From an optimization exercise on the open Yosys and OpenROAD flow, aimed at small area, a short achievable clock period and few clock cycles per item; shortcuts taken in it are not production practice. Function was checked by simulation only, so behaviour that the tests miss may differ from the original.

## flow/design.v (module list and top-level ports; edited modules follow where they fit)
// module barometer_pressure_compensation_unit: 1269 lines
module barometer_pressure_compensation_unit (
    input  wire logic        clk,
    input  wire logic        rst_n,
    input  wire logic        s_tvalid,
    output logic             s_tready,
    input  wire logic [23:0] s_tdata,
    output logic             m_tvalid,
    input  wire logic        m_tready,
    output logic [23:0]      m_tdata,
    output logic [0:0]       m_tuser,
    input  wire logic        cfg_we,
    input  wire logic [bpc_pkg::CFG_ADDR_BITS-1:0] cfg_addr,
    input  wire logic [bpc_pkg::COEF_BITS-1:0]     cfg_wdata
);
  // ...
==> flow/flow/run.sh <==
#!/bin/bash
# The standard layout, with one step added between synthesis and floorplan:
# polarity.py removes inverters around the full-adder cells of the synthesized
# netlist (a full adder complements both outputs when its three inputs are
# complemented, so each fa cell can take its inputs in whichever polarity needs
# fewer inverters), and gives each fa cell's latest-arriving input its carry
# input pin, the fastest of the three (the cell is symmetric in them). Registers, cells other than inverters and every other step
# are the standard flow's, except that the ports are buffered with buf_2 cells
# (BUFFER_PORTS_ARGS) rather than the slow delay-buffer cell the resizer picks.
set -euo pipefail
res=orfs/results/${FLOW_PLATFORM}/barometer_pressure_compensation_unit/base
bash standard.sh synth > standard_synth.log 2>&1
cp "$res/1_2_yosys.v" synth_netlist.v
python3 flow/polarity.py synth_netlist.v "$res/1_2_yosys.v" > polarity.log 2>&1
touch "$res/1_2_yosys.v"
bash standard.sh "BUFFER_PORTS_ARGS=-buffer_cell sky130_fd_sc_hd__buf_2" finish > standard_finish.log 2>&1
==> flow/flow/polarity.py <==
#!/usr/bin/env python3
"""Removes inverters around full-adder cells of a flat sky130 gate netlist.

A full adder is self-dual: complementing its three inputs complements both
outputs.  Each fa cell may therefore be "flipped" (inputs and outputs taken
in complemented form) without changing what the netlist computes.  The script
collapses the netlist's inverters, picks a flip for every fa cell by local
search so that as few signals as possible are needed in both polarities, and
writes the netlist back with one inverter per signal that still needs its
complement.  Flip-flops, ports and every other cell are left as they are.

usage: polarity.py IN.v OUT.v
"""
import re
import sys
import random

OUT_PINS = {"X", "Y", "Q", "Q_N", "SUM", "COUT", "HI", "LO", "GCLK"}
INV_RE = re.compile(r"^sky130_fd_sc_hd__(inv|clkinv)_\d+$")
FA_RE = re.compile(r"^sky130_fd_sc_hd__fa_\d+$")


def esc(net):
    """an escaped identifier ends at white space"""
    return net + " " if net.startswith("\\") else net


def parse(text):
    m = re.search(r"^\s*module\s+(\w+)\s*\((.*?)\);", text, re.S | re.M)
    ports = [p.strip() for p in m.group(2).split(",")]
    cell_re = re.compile(r"^  (sky130_fd_sc_hd__\w+)\s+(\S+)\s*\((.*?)\n  \);\n", re.S | re.M)
    cells = []
    spans = []
    for cm in cell_re.finditer(text):
        pins = {}
        for pm in re.finditer(r"\.(\w+)\(([^()]*)\)", cm.group(3)):
            pins[pm.group(1)] = pm.group(2).strip()
        cells.append([cm.group(1), cm.group(2), pins])
        spans.append((cm.start(), cm.end()))
    return ports, cells, spans


# rough delays (ns) for ordering the inputs of each full adder: its carry input
# is its fastest, so the latest-arriving signal goes there
FA_SUM = {"A": 0.53, "B": 0.50, "CIN": 0.48}
FA_COUT = {"A": 0.42, "B": 0.39, "CIN": 0.36}


def permute_fa_inputs(final, is_port):
    drv = {}
    for key, (typ, name, pins) in final.items():
        for p, n in pins.items():
            if p in OUT_PINS:
                drv[n] = key
    seq = lambda t: ("dfrtp" in t or "dfxtp" in t or "edfxtp" in t or "dfstp" in t
                     or "conb" in t or "dlx" in t)
    arr = {}
    state = {}

    def arrival(net):
        if net in arr:
            return arr[net]
        stack = [net]
        while stack:
            n = stack[-1]
            if n in arr:
                stack.pop()
                continue
            key = drv.get(n)
            if key is None:
                arr[n] = 1.7 if is_port(n) else 0.0
                stack.pop()
                continue
            typ, name, pins = final[key]
            if seq(typ):
                arr[n] = 0.45
                stack.pop()
                continue
            ins = [m for p, m in pins.items() if p not in OUT_PINS]
            todo = [m for m in ins if m not in arr]
            if todo:
                if state.get(n) == "visiting":
                    raise RuntimeError("combinational loop at " + n)
                state[n] = "visiting"
                stack.extend(todo)
                continue
            if FA_RE.match(typ):
                order = sorted((pins["A"], pins["B"], pins["CIN"]), key=lambda m: arr[m])
                a = dict(zip(("A", "B", "CIN"), order))
                pins.update(a)
                tsum = max(arr[a[p]] + FA_SUM[p] for p in a)
                tco = max(arr[a[p]] + FA_COUT[p] for p in a)
                arr[pins["SUM"]] = tsum
                arr[pins["COUT"]] = tco
            else:
                d = 0.06 if INV_RE.match(typ) else (0.3 if "__ha_" in typ else 0.2)
                t = max(arr[m] for m in ins) + d if ins else 0.0
                for p, m in pins.items():
                    if p in OUT_PINS:
                        arr[m] = t
            stack.pop()
        return arr[net]

    before = {k: (v[2]["A"], v[2]["B"], v[2]["CIN"]) for k, v in final.items() if FA_RE.match(v[0])}
    for key, (typ, name, pins) in final.items():
        for p, n in pins.items():
            if p in OUT_PINS:
                arrival(n)
    return sum(1 for k, v in before.items()
               if (final[k][2]["A"], final[k][2]["B"], final[k][2]["CIN"]) != v)


def main():
    src, dst = sys.argv[1], sys.argv[2]
    text = open(src).read()
    ports, cells, spans = parse(text)
    assert "assign" not in text, "netlist has assign statements"

    def is_port(net):
        base = net.lstrip("\\").split("[")[0].strip()
        return base in ports

    driver = {}            # net -> (cell index, pin)
    loads = {}             # net -> list of (cell index, pin)
    for i, (typ, name, pins) in enumerate(cells):
        for p, n in pins.items():
            if p in OUT_PINS:
                assert n not in driver, f"two drivers on {n}"
                driver[n] = (i, p)
            else:
                loads.setdefault(n, []).append((i, p))

    # inverters that may be collapsed: input driven by a cell, output feeding only cells
    inv = set()
    for i, (typ, name, pins) in enumerate(cells):
        if INV_RE.match(typ):
            a, y = pins["A"], pins["Y"]
            if a in driver and not is_port(a) and not is_port(y) and y in loads:
                inv.add(i)

    def root(net):
        pol = 0
        while net in driver and driver[net][0] in inv:
            net = cells[driver[net][0]][2]["A"]
            pol ^= 1
        return net, pol

    fa = [i for i, c in enumerate(cells) if FA_RE.match(c[0])]
    faidx = {i: k for k, i in enumerate(fa)}
    # requirements: for each root net, list of (fa index or -1, polarity)
    req = {}
    for i, (typ, name, pins) in enumerate(cells):
        if i in inv:
            continue
        for p, n in pins.items():
            if p in OUT_PINS:
                continue
            r, pol = root(n)
            req.setdefault(r, []).append((faidx.get(i, -1), pol, i, p))
    src_fa = {}
    for r in req:
        if r in driver and driver[r][0] in faidx:
            src_fa[r] = faidx[driver[r][0]]
    touch = [[] for _ in fa]
    for r, lst in req.items():
        ks = {k for k, _, _, _ in lst if k >= 0}
        if r in src_fa:
            ks.add(src_fa[r])
        for k in ks:
            touch[k].append(r)

    x = [0] * len(fa)

    def cost(r):
        sp = x[src_fa[r]] if r in src_fa else 0
        for k, pol, _, _ in req[r]:
            if (pol ^ (x[k] if k >= 0 else 0)) != sp:
                return 1
        return 0

    def total():
        return sum(cost(r) for r in req)

    start = total()
    best = list(x)
    best_cost = start
    rng = random.Random(1)
    for trial in range(8):
        if trial:
            x = [v if rng.random() < 0.8 else 1 - v for v in best]
        improved = True
        while improved:
            improved = False
            for k in range(len(fa)):
                rs = set(touch[k])
                before = sum(cost(r) for r in rs)
                x[k] ^= 1
                after = sum(cost(r) for r in rs)
                if after < before:
                    improved = True
                else:
                    x[k] ^= 1
        c = total()
        if c < best_cost:
            best, best_cost = list(x), c
    x = best

    # rewrite: drop collapsed inverters, add one inverter per root that needs it
    newpins = {}
    added = []
    decl = []
    for r, lst in req.items():
        sp = x[src_fa[r]] if r in src_fa else 0
        comp = None
        for k, pol, i, p in lst:
            need = pol ^ (x[k] if k >= 0 else 0)
            if need == sp:
                net = r
            else:
                if comp is None:
                    comp = f"polnet_{len(added)}"
                    added.append((r, comp))
                    decl.append(f"  wire {comp};\n")
                net = comp
            newpins.setdefault(i, {})[p] = net
    # final connections of every kept cell, and the added inverters
    final = {}
    for i, (typ, name, pins) in enumerate(cells):
        if i in inv:
            continue
        p2 = dict(pins)
        p2.update(newpins.get(i, {}))
        final[i] = [typ, name, p2]
    for j, (r, c) in enumerate(added):
        final[("pol", j)] = ["sky130_fd_sc_hd__inv_1", f"polinv_{j}", {"A": r, "Y": c}]
    permuted = permute_fa_inputs(final, is_port)
    out = []
    last = 0
    for i, (s, e) in enumerate(spans):
        out.append(text[last:s])
        last = e
        if i in inv:
            continue
        typ, name, pins = final[i]
        body = ",\n".join(f"    .{p}({esc(n)})" for p, n in pins.items())
        out.append(f"  {typ} {name} (\n{body}\n  );\n")
    tail = text[last:]
    body = "".join(out)
    ins = "".join(f"  sky130_fd_sc_hd__inv_1 polinv_{j} (\n    .A({esc(r)}),\n    .Y({c})\n  );\n"
                  for j, (r, c) in enumerate(added))
    tail = tail.replace("endmodule", ins + "endmodule", 1)
    # declare the new nets after the module's port list declarations
    k = body.find("  wire ")
    body = body[:k] + "".join(decl) + body[k:]
    open(dst, "w").write(body + tail)
    print(f"fa cells {len(fa)}, flipped {sum(x)}; inverters collapsed {len(inv)}, "
          f"signals needing a complement {start} -> {best_cost}, inverters written {len(added)}; "
          f"fa cells with inputs reordered {permuted}")


main()
==> flow/standard.sh <==
#!/bin/bash
# synth_recipe.tcl (not shown) runs the flow's synth.tcl, then flattens the netlist and writes it again
# the make line also repeats each setting of config.mk as NAME=value (left out here)
make -C /OpenROAD-flow-scripts/flow DESIGN_CONFIG=/design/flow/config.mk WORK_HOME=/design/flow/orfs CLKGATE_MAP_FILE= SYNTH_SCRIPT=/design/flow/synth_recipe.tcl "${@:-finish}"
==> flow/config.mk <==
export PLATFORM = sky130hd
export DESIGN_NAME = barometer_pressure_compensation_unit
export DESIGN_NICKNAME = barometer_pressure_compensation_unit
export VERILOG_FILES = /design/flow/design.v
export SDC_FILE = /design/flow/constraint.sdc
export NUM_CORES = 4
export LEC_CHECK = 0
export ABC_AREA = 1
export CAP_MARGIN = 20
export CORE_MARGIN = 2
export CORE_UTILIZATION = 40
export CTS_BUF_LIST = sky130_fd_sc_hd__clkbuf_4
export PLACE_DENSITY = 0.75
export SETUP_SLACK_MARGIN = 2.5
export SLEW_MARGIN = 20
==> flow/constraint.sdc <==
create_clock -name core_clock -period 7.5 [get_ports {clk}]
set_input_delay 1.5000 -clock core_clock [delete_from_list [all_inputs] [get_ports {clk}]]
set_output_delay 1.5000 -clock core_clock [all_outputs]
set_load 0.01 [all_outputs]
==> impl_metrics.tcl, run 1 <==
set metrics [dict create \
    cts.path.max_buffers 3 \
    ff_latch_area_mm2 0.008821 \
    wl_met3_um 6945 \
    die_w_um 273.7 \
    rrSetupSlack_ns 2.51 \
    drv_slew 0 \
    tritoncts "yes" \
    drv_cap 0 \
    min_to "p2_reg[8]" \
    place_inst 3926 \
    worstHoldStart "p1_reg[8]" \
    grt_max_degree 132 \
    crit_path_frequent_cell "fa_1" \
    crit_type "register to register" \
    largest_register_ffs 28 \
    root_buffer "clkbuf_4" \
    nClkBuffers 110 \
    dominant_cells "multi-input gates" \
    final_cells 4203 \
    multi_input_cells 2095 \
    status "no timing/DRC/antenna violations" \
    min_period_ns 4.993 \
    critPathSlowestCell "fa_1" \
    wl_met2_um 37230 \
    antenna_found_initial 2 \
    placementRows 98 \
]
Testbench counts, summed over its fixed seeds: cycles 12,032, items 12,000.
==> run 2, diff against run 1 <==
--- a/flow/config.mk
+++ b/flow/config.mk
@@ -12,3 +12,3 @@
 export CTS_BUF_LIST = sky130_fd_sc_hd__clkbuf_4
-export PLACE_DENSITY = 0.75
+export GPL_TIMING_DRIVEN = 1
 export SETUP_SLACK_MARGIN = 2.5
==> impl_metrics.tcl, run 2 <==
set metrics [dict create \
    grt_max_degree 86 \
    largest_register_ffs 28 \
    drv_slew 0 \
    drt_wl_total_um 80530 \
    drt-initial-drc-count 1459 \
    rsz0062_at_grt "no" \
    dieArea_mm2 0.07493 \
    critPathSlowestCell "fa_1" \
    final_net_count 3850 \
    routed_via_density 5.227 \
    root_buffer "clkbuf_4" \
    overflow 0 \
    syn_inst 2976 \
    dieHeight_um 273.7 \
    worst-path-buf-inv 2 \
    min_path_type "register to register" \
    finalClockSkew_ns 0.07834 \
    arrival_ns 5.39 \
    post_route_cells_drive_above_1_share_pct 17.21 \
    start_kind "register" \
    placementRows 98 \
    crit_path_frequent_cell "fa_1" \
    clk_pin_slew_ns 0.06 \
    setup_viol 0 \
    cpPeakStageDelay_ns 0.54 \
    layout_commonest_cell "nand2_1" \
    required_ns 8.02 \
    layout_common_cells "nand2_1, inv_1, fa_1" \
    start_util_pct 40.57 \
    cts_hold_buf 0 \
    design.core.area_mm2 0.07173 \
    crit_type "register to register" \
    cp-end-kind "register" \
    cts.htree.levels 3 \
    die_w_um 273.7 \
    synth_area_mm2 0.02910 \
    hold_viol_final 0 \
    drv_cap 0 \
    port_buffers 69 \
    cts.path.max_buffers 3 \
    firstDrtPassIters 6 \
    finalSetupTns_ns 0 \
    status "no timing/DRC/antenna violations" \
    post-route-period-util_pct 64.91 \
    synth_nets 3626 \
    yosysWarnings 1 \
    path_delay_family "adder cells" \
    tritoncts "yes" \
    min_period_ns 4.868 \
    fmax_mhz 205.4 \
    hpwl_um 61220 \
    drc_errors 0 \
    grt_first_pass_wirelength_um 125700 \
    layout_setup_ws_ns 2.632 \
    slew_headroom_pct 45.68 \
    avgSynthCellArea_um2 9.778 \
    wire_per_inst_um 19.11 \
    crit_fanout 26 \
    grtUsageTotal_pct 21.67 \
    fillCellCount 6891 \
    cts_made_buffers 82 \
    antenna_found_initial 4 \
    area_delta_synth_final_pct 14.60 \
    gp_congestion 0.9463 \
    ant_nets 0 \
    clock-sinks 295 \
    pre_cts_ws_ns 1.695 \
    num_vias 22020 \
    tightest_slew_ns 0.8148 \
    clk_latency_ns 0.85 \
    ios 74 \
    cp_cell_sequence "buf_6 > nand2_1 > fa_1 > fa_2 > fa_2 > fa_1 > fa_1 > inv_1 > ha_2 > fa_1 > fa_1 > ha_4 > a21oi_2 > o221ai_1" \
    grt_pass1_vias 23030 \
]
run 2: area by class of cell:
cell class	count	area (um2)	area share, %
Antenna cell	4	10.01	0.03002
Timing Repair Buffer	226	1748	5.241
Clock buffer	116	870.8	2.611
Timing Repair inverter	1	7.507	0.02251
Inverter	499	1918	5.752
Multi-Input combinational cell	2095	18630	55.88
Sequential cell	295	8821	26.45
Clock inverter	27	150.1	0.4502
Tap cell	950	1189	3.564
run 2: through the flow:
| stage | instance area, um2 | util, % | std cells | hold WS [ns] |
|---|---|---|---|---|
| after global routing | 33350 | 46.49 | 4213 | 0.4204 |
| after floorplan | 29120 | - | 2976 | 0.4003 |
| final | 33350 | 46.49 | 4213 | 0.4025 |
| after CTS | 32620 | 45.48 | 4167 | 0.3943 |
| after global placement | 30480 | 42.49 | 3930 | 0.4018 |
| after detailed placement | 30480 | 42.49 | 3930 | 0.4045 |
run 2: worst reg2reg max path, stage by stage (launching register included):
cell and delay, ns:
edfxtp_1 0.34, buf_6 0.25, nand2_1 0.13, fa_1 0.47
fa_2 0.39, fa_2 0.40, fa_1 0.47, fa_1 0.50
inv_1 0.04, ha_2 0.18, fa_1 0.46, fa_1 0.54
ha_4 0.22, a21oi_2 0.12, o221ai_1 0.10
run 2: layer usage:
metal	vias up	routed length [um]	global-route usage (%)
met5	-	12	0
met4	2	3649	9.678
met3	212	4954	3.456
met2	835	39090	36.78
met1	10660	32820	27.24
li1	10320	-	-
run 2: what timing repair did:
action	CTS	global route
pin swaps	12	23
gates cloned	2	2
setup endpoints to repair	51	17
gates resized for setup	100	87
setup buffers	92	40
run 2: final timing paths:
path                               from            to  slack [ns]  cells past startpoint
min reg2reg                temp3_reg[6]  temp4_reg[6]        0.40                      0
min                        temp3_reg[6]  temp4_reg[6]        0.40                      0
max                           p2_reg[8]        c3_reg        2.63                     14
max reg2reg                   p2_reg[8]        c3_reg        2.63                     14
max in group asynchronous         rst_n     ok_reg[1]        6.67                      1
min in group asynchronous         rst_n     ok_reg[0]        0.56                      1
==> run 3, diff against run 2 <==
--- a/flow/config.mk
+++ b/flow/config.mk
@@ -7,3 +7,2 @@
 export LEC_CHECK = 0
-export ABC_AREA = 1
 export CAP_MARGIN = 20
@@ -12,3 +11,2 @@
 export CTS_BUF_LIST = sky130_fd_sc_hd__clkbuf_4
-export GPL_TIMING_DRIVEN = 1
 export SETUP_SLACK_MARGIN = 2.5
==> impl_metrics.tcl, run 3 <==
set metrics [dict create \
    dieArea_mm2 0.07739 \
    final_cells 4018 \
    required_ns 8.08 \
    syn_inst 2781 \
    hpwl_um 54750 \
    crit_path_frequent_cell "fa_1" \
    final_net_count 3637 \
    worst-path-buf-inv 1 \
    path_delay_family "adder cells" \
    fmax_mhz 194.9 \
    drt-initial-drc-count 1525 \
    min_path_type "register to register" \
    tightest_slew_ns 0.9503 \
    cts.path.max_buffers 3 \
    cp-end-kind "register" \
    drt_wl_total_um 80410 \
    clk_latency_ns 0.91 \
    grt_pass1_vias 22270 \
    finalSetupTns_ns 0 \
    rsz0062_at_grt "yes" \
    routed_via_density 5.297 \
    cts.htree.levels 3 \
    grt_max_degree 79 \
    crit_fanout 7 \
    arrival_ns 5.71 \
    root_buffer "clkbuf_4" \
    firstDrtPassIters 8 \
    post-route-period-util_pct 68.42 \
    die_w_um 278.2 \
    status "no timing/DRC/antenna violations" \
    placementRows 100 \
    crit_type "register to register" \
    min_period_ns 5.132 \
    area_delta_synth_final_pct 16.99 \
    layout_common_cells "nand2_1, fa_1, edfxtp_1" \
    cp_cell_sequence "buf_4 > and2_1 > fa_1 > fa_2 > fa_2 > fa_1 > fa_1 > ha_2 > fa_1 > fa_1 > ha_1 > nand4_1 > a21oi_1 > a211o_1" \
    critPathSlowestCell "edfxtp_1" \
    design.core.area_mm2 0.07445 \
    synth_nets 3431 \
    cts_made_buffers 81 \
    drc_errors 0 \
    setup_viol 0 \
    wire_per_inst_um 20.01 \
    fin_hold_ws_ns 0.4155 \
    start_util_pct 40.39 \
    grt_first_pass_wirelength_um 123200 \
    yosysWarnings 1 \
    synth_area_mm2 0.03007 \
    pre_cts_ws_ns 1.654 \
    num_vias 21290 \
    drv_slew 0 \
    layout_setup_ws_ns 2.368 \
    slew_headroom_pct 36.65 \
    tritoncts "yes" \
    dieHeight_um 278.2 \
    largest_register_ffs 28 \
    avgSynthCellArea_um2 10.81 \
    overflow 0 \
    hold_viol_final 0 \
    start_kind "register" \
    place_inst 3703 \
    layout_commonest_cell "nand2_1" \
    drv_cap 0 \
    cpPeakStageDelay_ns 0.58 \
    gp_congestion 0.8767 \
    ant_nets 0 \
    cts_hold_buf 0 \
    port_buffers 69 \
    clk_pin_slew_ns 0.07 \
    antenna_found_initial 1 \
    grtUsageTotal_pct 20.40 \
    post_route_cells_drive_above_1_share_pct 22.80 \
    ios 74 \
    finalClockSkew_ns 0.1174 \
    clock-sinks 295 \
]
-- run 3: changes by cell type in the layout (fill, tap and decap cells not counted), moves of 45 or more --
cell / change
nor2_1: -53
mux2_2: +96
mux2i_1: +45
o21ai_0: +57
inv_1: -240
o22ai_1: -124
and2_1: +202
nand2_1: -146
a21oi_1: -163
a22o_1: +59
-- run 3: final timing paths --
path,startpoint,end,slack (ns),depth (start not counted)
max,p2_reg[3],c3_reg,2.37,14
min,p1_reg[5],p2_reg[5],0.42,0
max reg2reg,p2_reg[3],c3_reg,2.37,14
min reg2reg,p1_reg[5],p2_reg[5],0.42,0
max in group asynchronous,rst_n,ok_reg[1],6.72,1
min in group asynchronous,rst_n,vld[0],0.47,1
-- run 3: repair_timing --
action | CTS | global route
pin swaps | 53 | 74
gates resized for setup | 107 | 164
endpoints found under the setup margin | 51 | 30
cloned | 9 | 6
endpoints found under the hold margin | 0 | 0
buffers inserted | 110 | 45
-- run 3: routing by layer --
metal	up-vias	wire length (um)	track usage, %	share of wire (%)
li1	9795	-	-	-
met1	10470	32850	25.88	41
met2	810	39060	34.69	49
met3	211	5131	2.863	6.4
met4	0	3366	9.120	4.2
met5	-	0	0	0
-- run 3: stage by stage --
stage / cell area [um2] / util, %
after floorplan: 30090 / -
after global placement: 31350 / 42.12
after detailed placement: 31350 / 42.12
after CTS: 34000 / 45.67
after global routing: 35180 / 47.26
final: 35180 / 47.26
-- run 3: cell type report --
class / instances / area, um2
Fill cell: 6712 / 39270
Multi-Input combinational cell: 2101 / 20630
Sequential cell: 295 / 8823
Timing Repair Buffer: 266 / 2484
Tap cell: 969 / 1212
Inverter: 240 / 908.4
Clock buffer: 105 / 788.3
Clock inverter: 39 / 315.3
Timing Repair inverter: 2 / 12.51
Antenna cell: 1 / 2.502
-- run 3: worst register-to-register path, delay by kind of cell (launching register included) --
family / cells / cell delay (ns)
buf+inv: 1 / 0.22
fa+ha+maj: 9 / 3.52
flops: 1 / 0.58
simple gates: 2 / 0.26
compound gates: 2 / 0.33
==> run 4, diff against run 3 <==
--- a/flow/config.mk
+++ b/flow/config.mk
@@ -7,2 +7,3 @@
 export LEC_CHECK = 0
+export ABC_AREA = 1
 export CAP_MARGIN = 20
@@ -11,3 +12,3 @@
 export CTS_BUF_LIST = sky130_fd_sc_hd__clkbuf_4
-export SETUP_SLACK_MARGIN = 2.5
+export SETUP_SLACK_MARGIN = 2.6
 export SLEW_MARGIN = 20
==> impl_metrics.tcl, run 4 <==
set metrics [dict create \
    crit_path_frequent_cell "fa_1" \
    layout_common_cells "nand2_1, inv_1, fa_1" \
    r2r_start "p2_reg[0]" \
    root_buffer "clkbuf_4" \
    ios 74 \
    grt_max_degree 78 \
    crit_fanout 4 \
    min_to "temp4_reg[4]" \
    clock-sinks 295 \
    drt_wl_total_um 81610 \
    largest_register_ffs 28 \
    clk_pin_slew_ns 0.06 \
    worstHoldStart "temp3_reg[4]" \
    layout_commonest_cell "nand2_1" \
    rsz0062_at_grt "yes" \
    hold_viol_final 0 \
    rrSetupSlack_ns 2.64 \
    crit_type "register to register" \
    antenna_found_initial 3 \
    clk_latency_ns 0.88 \
    hpwl_um 60710 \
    setup_viol 0 \
    avgSynthCellArea_um2 9.778 \
    gp_congestion 0.9700 \
    yosysWarnings 1 \
    cts.htree.levels 3 \
    firstDrtPassIters 6 \
    required_ns 8.05 \
    finalSetupTns_ns 0 \
    wire_per_inst_um 19.24 \
    cts_hold_buf 0 \
    syn_inst 2976 \
    synth_nets 3626 \
    status "no timing/DRC/antenna violations" \
    grt_pass1_vias 22640 \
    dieArea_mm2 0.07493 \
    cp-end-kind "register" \
    fmax_mhz 205.6 \
    routed_via_density 5.242 \
    tritoncts "yes" \
    post-route-period-util_pct 64.85 \
    placed_cell_area_mm2 0.03047 \
    finalInstanceArea_mm2 0.03414 \
    placementRows 98 \
    worstHoldPathCells 0 \
    synth_area_mm2 0.02910 \
    start_util_pct 40.57 \
    dieHeight_um 273.7 \
    critPathSlowestCell "fa_1" \
    ant_nets 0 \
    cpPeakStageDelay_ns 0.57 \
    cp_cell_sequence "buf_6 > buf_4 > nand2_1 > fa_2 > fa_2 > fa_2 > fa_1 > fa_1 > inv_2 > ha_4 > fa_1 > fa_1 > ha_4 > a21oi_2 > o221ai_1" \
    grtUsageTotal_pct 21.72 \
    port_buffers 69 \
    min_path_type "register to register" \
    drv_slew 0 \
    arrival_ns 5.41 \
    rr_worst_depth 15 \
    num_vias 22240 \
    cts_made_buffers 81 \
    design.core.area_mm2 0.07173 \
    post_route_cells_drive_above_1_share_pct 20.18 \
    min_period_ns 4.864 \
    path_delay_family "adder cells" \
    cts.path.max_buffers 3 \
    final_net_count 3884 \
    area_delta_synth_final_pct 17.32 \
    drc_errors 0 \
    drv_cap 0 \
    worst-path-buf-inv 3 \
    overflow 0 \
    slew_headroom_pct 38.35 \
    start_kind "register" \
    grt_first_pass_wirelength_um 125000 \
    drt-initial-drc-count 1602 \
    finalClockSkew_ns 0.08852 \
    fin_hold_ws_ns 0.4125 \
    die_w_um 273.7 \
    tightest_slew_ns 0.9247 \
    rr_endpoint "c3_reg" \
]
-- run 4: metal layers --
layer | vias to the layer above | GRT usage (%) | part of all wire [%]
li1 | 10380 | - | -
met1 | 10800 | 26.77 | 40
met2 | 851 | 37.50 | 49
met3 | 204 | 3.544 | 6.3
met4 | 4 | 9.606 | 4.4
met5 | - | 0 | 0.042
-- run 4: how the worst max path moves through the flow --
| stage | start | to | slack, ns | cells past startpoint |
|---|---|---|---|---|
| 2_1_floorplan | x2_reg[10] | c3_reg | 2.60 | 14 |
| 3_3_place_gp | p2_reg[7] | c3_reg | 1.85 | 13 |
| 3_5_place_dp | p2_reg[7] | c3_reg | 1.84 | 13 |
| 4_1_cts | p2_reg[5] | c3_reg | 2.60 | 14 |
| 5_1_grt | t1_reg[0] | x2_reg[22] | 2.48 | 21 |
| 6_report | p2_reg[0] | c3_reg | 2.64 | 15 |
-- run 4: final cells by class --
| type | count | area [um2] |
|---|---|---|
| timing repair buffer | 261 | 2193 |
| tap | 950 | 1189 |
| clock inverter | 28 | 207.7 |
| fill | 6726 | 37590 |
| sequential | 295 | 8821 |
| multi-input combinational | 2096 | 18960 |
| clock buffer | 112 | 840.8 |
| antenna | 1 | 2.502 |
| inverter | 499 | 1926 |
-- run 4: what timing repair did --
action                     in CTS  in global routing
resized for setup             102                194
buffers inserted               97                 70
gates cloned                    4                  2
setup endpoints to repair      75                 41
pin swaps                      11                 49
-- run 4: stage by stage --
step / utilization, % / std cells / setup slack (ns)
3_5_place_dp: 42.47 / 3928 / 1.835
5_1_grt: 47.60 / 4242 / 2.478
6_report: 47.60 / 4242 / 2.636
4_1_cts: 45.75 / 4169 / 2.600
3_3_place_gp: 42.47 / 3928 / 1.850
2_1_floorplan: - / 2976 / 2.600
==> run 5, diff against run 4 <==
--- a/flow/config.mk
+++ b/flow/config.mk
@@ -12,3 +12,3 @@
 export CTS_BUF_LIST = sky130_fd_sc_hd__clkbuf_4
-export SETUP_SLACK_MARGIN = 2.6
+export SETUP_SLACK_MARGIN = 2.4
 export SLEW_MARGIN = 20
==> impl_metrics.tcl, run 5 <==
set metrics [dict create \
    status "no timing/DRC/antenna violations" \
    post-route-period-util_pct 66.88 \
    r2r_start "p2_reg[5]" \
    cts_made_buffers 84 \
    largest_register_ffs 28 \
    layout_common_cells "nand2_1, inv_1, fa_1" \
    hold_viol_final 0 \
    num_vias 22040 \
    arrival_ns 5.53 \
    root_buffer "clkbuf_4" \
    synth_nets 3626 \
    path_delay_family "adder cells" \
    drv_slew 0 \
    die_w_um 273.7 \
    rr_endpoint "c3_reg" \
    cts.htree.levels 3 \
    min_period_ns 5.016 \
    drt_wl_total_um 80310 \
    clock-sinks 295 \
    gp_congestion 0.9776 \
    slew_headroom_pct 34.20 \
    grt_pass1_vias 22600 \
    overflow 0 \
    yosysWarnings 1 \
    finalSetupTns_ns 0 \
    ios 74 \
    drt-initial-drc-count 1610 \
    hpwl_um 60930 \
    tightest_slew_ns 0.9870 \
    drc_errors 0 \
    dieArea_mm2 0.07493 \
    cts.path.max_buffers 3 \
    min_path_type "register to register" \
    worst-path-buf-inv 3 \
    crit_type "register to register" \
    final_net_count 3833 \
    synth_area_mm2 0.02910 \
    required_ns 8.01 \
    fmax_mhz 199.4 \
    syn_inst 2976 \
    tritoncts "yes" \
    wire_per_inst_um 19.13 \
    grt_first_pass_wirelength_um 125200 \
    routed_via_density 5.252 \
    crit_end "c3_reg" \
    cp-end-kind "register" \
    rrSetupSlack_ns 2.48 \
    setup_viol 0 \
    clk_pin_slew_ns 0.07 \
    cpPeakStageDelay_ns 0.55 \
    start_kind "register" \
    cp_cell_sequence "buf_12 > buf_4 > nand2_1 > fa_1 > fa_2 > fa_2 > fa_1 > fa_1 > inv_1 > ha_1 > fa_1 > fa_1 > ha_4 > a21oi_1 > o221ai_1" \
    critPathSlowestCell "fa_1" \
    rsz0062_at_grt "yes" \
    avgSynthCellArea_um2 9.778 \
    dieHeight_um 273.7 \
    firstDrtPassIters 6 \
    design.core.area_mm2 0.07173 \
    finalClockSkew_ns 0.1200 \
    crit_fanout 7 \
    antenna_found_initial 3 \
    area_delta_synth_final_pct 14.32 \
    crit_path_frequent_cell "fa_1" \
    post_route_cells_drive_above_1_share_pct 16.49 \
    clk_latency_ns 0.89 \
    drv_cap 0 \
    path_depth 15 \
    start_util_pct 40.57 \
    port_buffers 69 \
    grtUsageTotal_pct 21.76 \
    rr_worst_depth 15 \
    grt_max_degree 130 \
    startpoint "p2_reg[5]" \
    placementRows 98 \
    layout_commonest_cell "nand2_1" \
    ant_nets 0 \
]
run 5: cell types whose count changed in the layout (fill, tap and decap cells not counted), sizes merged, moves of 2 or more:
cell,change
diode,+2
clkbuf,+9
clkinv,-3
inv,-3
clkinvlp,+4
buf,-52
run 5: per-stage QoR:
| step | hold slack (ns) | instances | setup slack (ns) | cell area, um2 | util (%) |
|---|---|---|---|---|---|
| after floorplan | 0.4003 | 2976 | 2.421 | 29110 | - |
| after global placement | 0.4006 | 3928 | 1.784 | 30470 | 42.47 |
| after detailed placement | 0.4045 | 3928 | 1.763 | 30470 | 42.47 |
| after CTS | 0.4072 | 4142 | 2.376 | 32450 | 45.24 |
| after global routing | 0.4148 | 4196 | 2.353 | 33260 | 46.37 |
| final | 0.4011 | 4197 | 2.484 | 33270 | 46.38 |
run 5: layer usage:
layer | GRT usage [%] | share of wire [%] | vias up
met3 | 3.333 | 6.2 | 191
met2 | 37.36 | 49 | 851
met5 | 0 | 0 | -
met1 | 27.33 | 40 | 10720
li1 | - | - | 10280
met4 | 9.088 | 4.4 | 0
run 5: worst min-delay path by stage:
stage,start,to,slack (ns),cells past startpoint
global route,temp3_reg[0],temp4_reg[0],0.41,0
finish,p1_reg[6],p2_reg[6],0.40,0
global placement,temp3_reg[0],temp4_reg[0],0.40,0
CTS,temp3_reg[2],temp4_reg[2],0.41,0
detailed placement,p1_reg[5],p2_reg[5],0.40,0
floorplan,p1_reg[0],p2_reg[0],0.40,0
run 5: layout make-up:
| type | count | area, um2 |
|---|---|---|
| sequential | 295 | 8821 |
| clock buffer | 121 | 908.4 |
| timing repair buffer | 207 | 1672 |
| tap | 950 | 1189 |
| timing repair inverter | 1 | 5.005 |
| antenna | 3 | 7.507 |
| multi-input combinational | 2095 | 18510 |
| clock inverter | 26 | 224.0 |
| inverter | 499 | 1928 |
| fill | 6887 | 38460 |
run 5: what timing repair did:
item                                    CTS  global route
cloned                                    3             2
hold buffers                              0             0
endpoints found under the setup margin   34            24
pin swaps                                 5            18
gates resized for setup                  60           108
buffers inserted                         64            50
==> run 6, diff against run 5 <==
--- a/flow/config.mk
+++ b/flow/config.mk
@@ -8,3 +8,3 @@
 export ABC_AREA = 1
-export CAP_MARGIN = 20
+export CAP_MARGIN = 5
 export CORE_MARGIN = 2
@@ -12,3 +12,3 @@
 export CTS_BUF_LIST = sky130_fd_sc_hd__clkbuf_4
-export SETUP_SLACK_MARGIN = 2.4
-export SLEW_MARGIN = 20
+export SETUP_SLACK_MARGIN = 2.5
+export SLEW_MARGIN = 5
==> impl_metrics.tcl, run 6 <==
set metrics [dict create \
    cp_cell_sequence "buf_6 > nand2_1 > fa_1 > fa_2 > fa_2 > fa_1 > fa_1 > inv_1 > ha_2 > fa_1 > fa_1 > ha_4 > a21oi_2 > o221ai_1" \
    ant_nets 0 \
    drv_slew 0 \
    grt_pass1_vias 23030 \
    status "no timing/DRC/antenna violations" \
    cp-end-kind "register" \
    clk_latency_ns 0.85 \
    firstDrtPassIters 6 \
    wire_per_inst_um 19.11 \
    fmax_mhz 205.4 \
    antenna_found_initial 4 \
    start_util_pct 40.57 \
    finalInstanceArea_mm2 0.03335 \
    setup_viol 0 \
    synth_area_mm2 0.02910 \
    required_ns 8.02 \
    tightest_slew_ns 0.8148 \
    overflow 0 \
    finalSetupTns_ns 0 \
    cts_made_buffers 82 \
    area_delta_synth_final_pct 14.60 \
    crit_path_frequent_cell "fa_1" \
    die_w_um 273.7 \
    drv_cap 0 \
    avgSynthCellArea_um2 9.778 \
    rsz0062_at_grt "no" \
    port_buffers 69 \
    placed_cell_area_mm2 0.03048 \
    cts.htree.levels 3 \
    start_kind "register" \
    grt_max_degree 86 \
    critPathSlowestCell "fa_1" \
    tritoncts "yes" \
    routed_via_density 5.227 \
    arrival_ns 5.39 \
    hpwl_um 61220 \
    rr_worst_depth 14 \
    num_vias 22020 \
    post_route_cells_drive_above_1_share_pct 17.21 \
    clock-sinks 295 \
    gp_congestion 0.9463 \
    crit_type "register to register" \
    min_period_ns 4.868 \
    startpoint "p2_reg[8]" \
    placementRows 98 \
    ios 74 \
    dieHeight_um 273.7 \
    synth_nets 3626 \
    layout_commonest_cell "nand2_1" \
    yosysWarnings 1 \
    drt-initial-drc-count 1459 \
    largest_register_ffs 28 \
    min_path_type "register to register" \
    hold_viol_final 0 \
    rrSetupSlack_ns 2.63 \
    rr_endpoint "c3_reg" \
    syn_inst 2976 \
    r2r_start "p2_reg[8]" \
    post-route-period-util_pct 64.91 \
    design.core.area_mm2 0.07173 \
    grtUsageTotal_pct 21.67 \
    crit_fanout 26 \
    cts_hold_buf 0 \
    grt_first_pass_wirelength_um 125700 \
    root_buffer "clkbuf_4" \
    drc_errors 0 \
    dieArea_mm2 0.07493 \
    cpPeakStageDelay_ns 0.54 \
    slew_headroom_pct 45.68 \
    crit_end "c3_reg" \
    layout_common_cells "nand2_1, inv_1, fa_1" \
    clk_pin_slew_ns 0.06 \
    finalClockSkew_ns 0.07834 \
    drt_wl_total_um 80530 \
    cts.path.max_buffers 3 \
    final_net_count 3850 \
]
run 6: changes by cell type in the layout (fill, tap and decap cells not counted), sizes merged:
cell and delta:
buf +20, bufinv -4, clkbuf -4, inv +4, clkinv +3, bufbuf -2
clkinvlp -2, diode +1
run 6: timing repair:
| action | in CTS | in global routing |
|---|---|---|
| setup buffers | 92 | 40 |
| pin swaps | 12 | 23 |
| endpoints found under the setup margin | 51 | 17 |
| gates resized for setup | 100 | 87 |
| cloned | 2 | 2 |
run 6: how the worst min path moves through the flow:
stage                  start            end  slack (ns)  cells past startpoint
6_report        temp3_reg[6]   temp4_reg[6]        0.40                      0
5_1_grt         temp3_reg[6]   temp4_reg[6]        0.42                      0
4_1_cts         temp3_reg[6]   temp4_reg[6]        0.39                      0
3_5_place_dp       p1_reg[5]      p2_reg[5]        0.40                      0
3_3_place_gp   temp3_reg[11]  temp4_reg[11]        0.40                      0
2_1_floorplan      p1_reg[0]      p2_reg[0]        0.40                      0
run 6: worst max-delay path: cells and delay by family (launching register included):
kind / cells / cell delay, ns
simple gates: 1 / 0.12
flops: 1 / 0.34
fa+ha+maj: 9 / 3.63
buf+inv: 2 / 0.29
compound gates: 2 / 0.22
run 6: layout make-up:
| class | instances | area [um2] |
|---|---|---|
| fill | 6891 | 38380 |
| timing repair buffer | 226 | 1748 |
| sequential | 295 | 8821 |
| multi-input combinational | 2095 | 18630 |
| timing repair inverter | 1 | 7.507 |
| clock buffer | 116 | 870.8 |
| clock inverter | 27 | 150.1 |
| antenna | 4 | 10.01 |
| tap | 950 | 1189 |
| inverter | 499 | 1918 |
run 6: per-layer routing:
layer / GRT usage [%] / routed length [um] / up-vias / part of all wire [%]
li1: - / - / 10320 / -
met2: 36.78 / 39090 / 835 / 49
met4: 9.678 / 3649 / 2 / 4.5
met1: 27.24 / 32820 / 10660 / 41
met5: 0 / 12 / - / 0.015
met3: 3.456 / 4954 / 212 / 6.2
run 6: through the flow:
| stage | utilization (%) | instances | hold slack [ns] | setup WS (ns) |
|---|---|---|---|---|
| CTS | 45.48 | 4167 | 0.3943 | 2.501 |
| global placement | 42.49 | 3930 | 0.4018 | 1.680 |
| detailed placement | 42.49 | 3930 | 0.4045 | 1.695 |
| floorplan | - | 2976 | 0.4003 | 2.506 |
| finish | 46.49 | 4213 | 0.4025 | 2.632 |
| global route | 46.49 | 4213 | 0.4204 | 2.422 |

[separate check: timing with driven ports]
How much do the figures lean on ideal ports? The routed layouts below were timed once more, with nothing changed but the port constraints.
Step 1, drivers: a clkbuf_16 drives clk and a buf_2 each remaining input, both assumed.
Step 2, shift: input delay + t, output delay - t, t = (earliest + latest rising clock arrival at the registers) / 2. This alone moves slack from input paths to output paths.
a / b / c = ideal ports / drivers / drivers and shift; a / b = the first two.
run	t, ns	setup WS [ns]	clock arrival spread, ns	worst data-port slew with drivers (ns)
run 1	0.839	2.507 / 2.507 / 2.507	0.112 / 0.111	0.05
run 2	0.868	2.632 / 2.632 / 2.632	0.086 / 0.086	0.04
run 3	0.904	2.368 / 2.368 / 2.368	0.119 / 0.119	0.04
run 4	0.883	2.636 / 2.636 / 2.636	0.118 / 0.117	0.04
run 5	0.886	2.484 / 2.484 / 2.484	0.121 / 0.120	0.04
run 6	0.868	2.632 / 2.632 / 2.632	0.086 / 0.086	0.04
After both steps setup and hold are still met in every run listed.
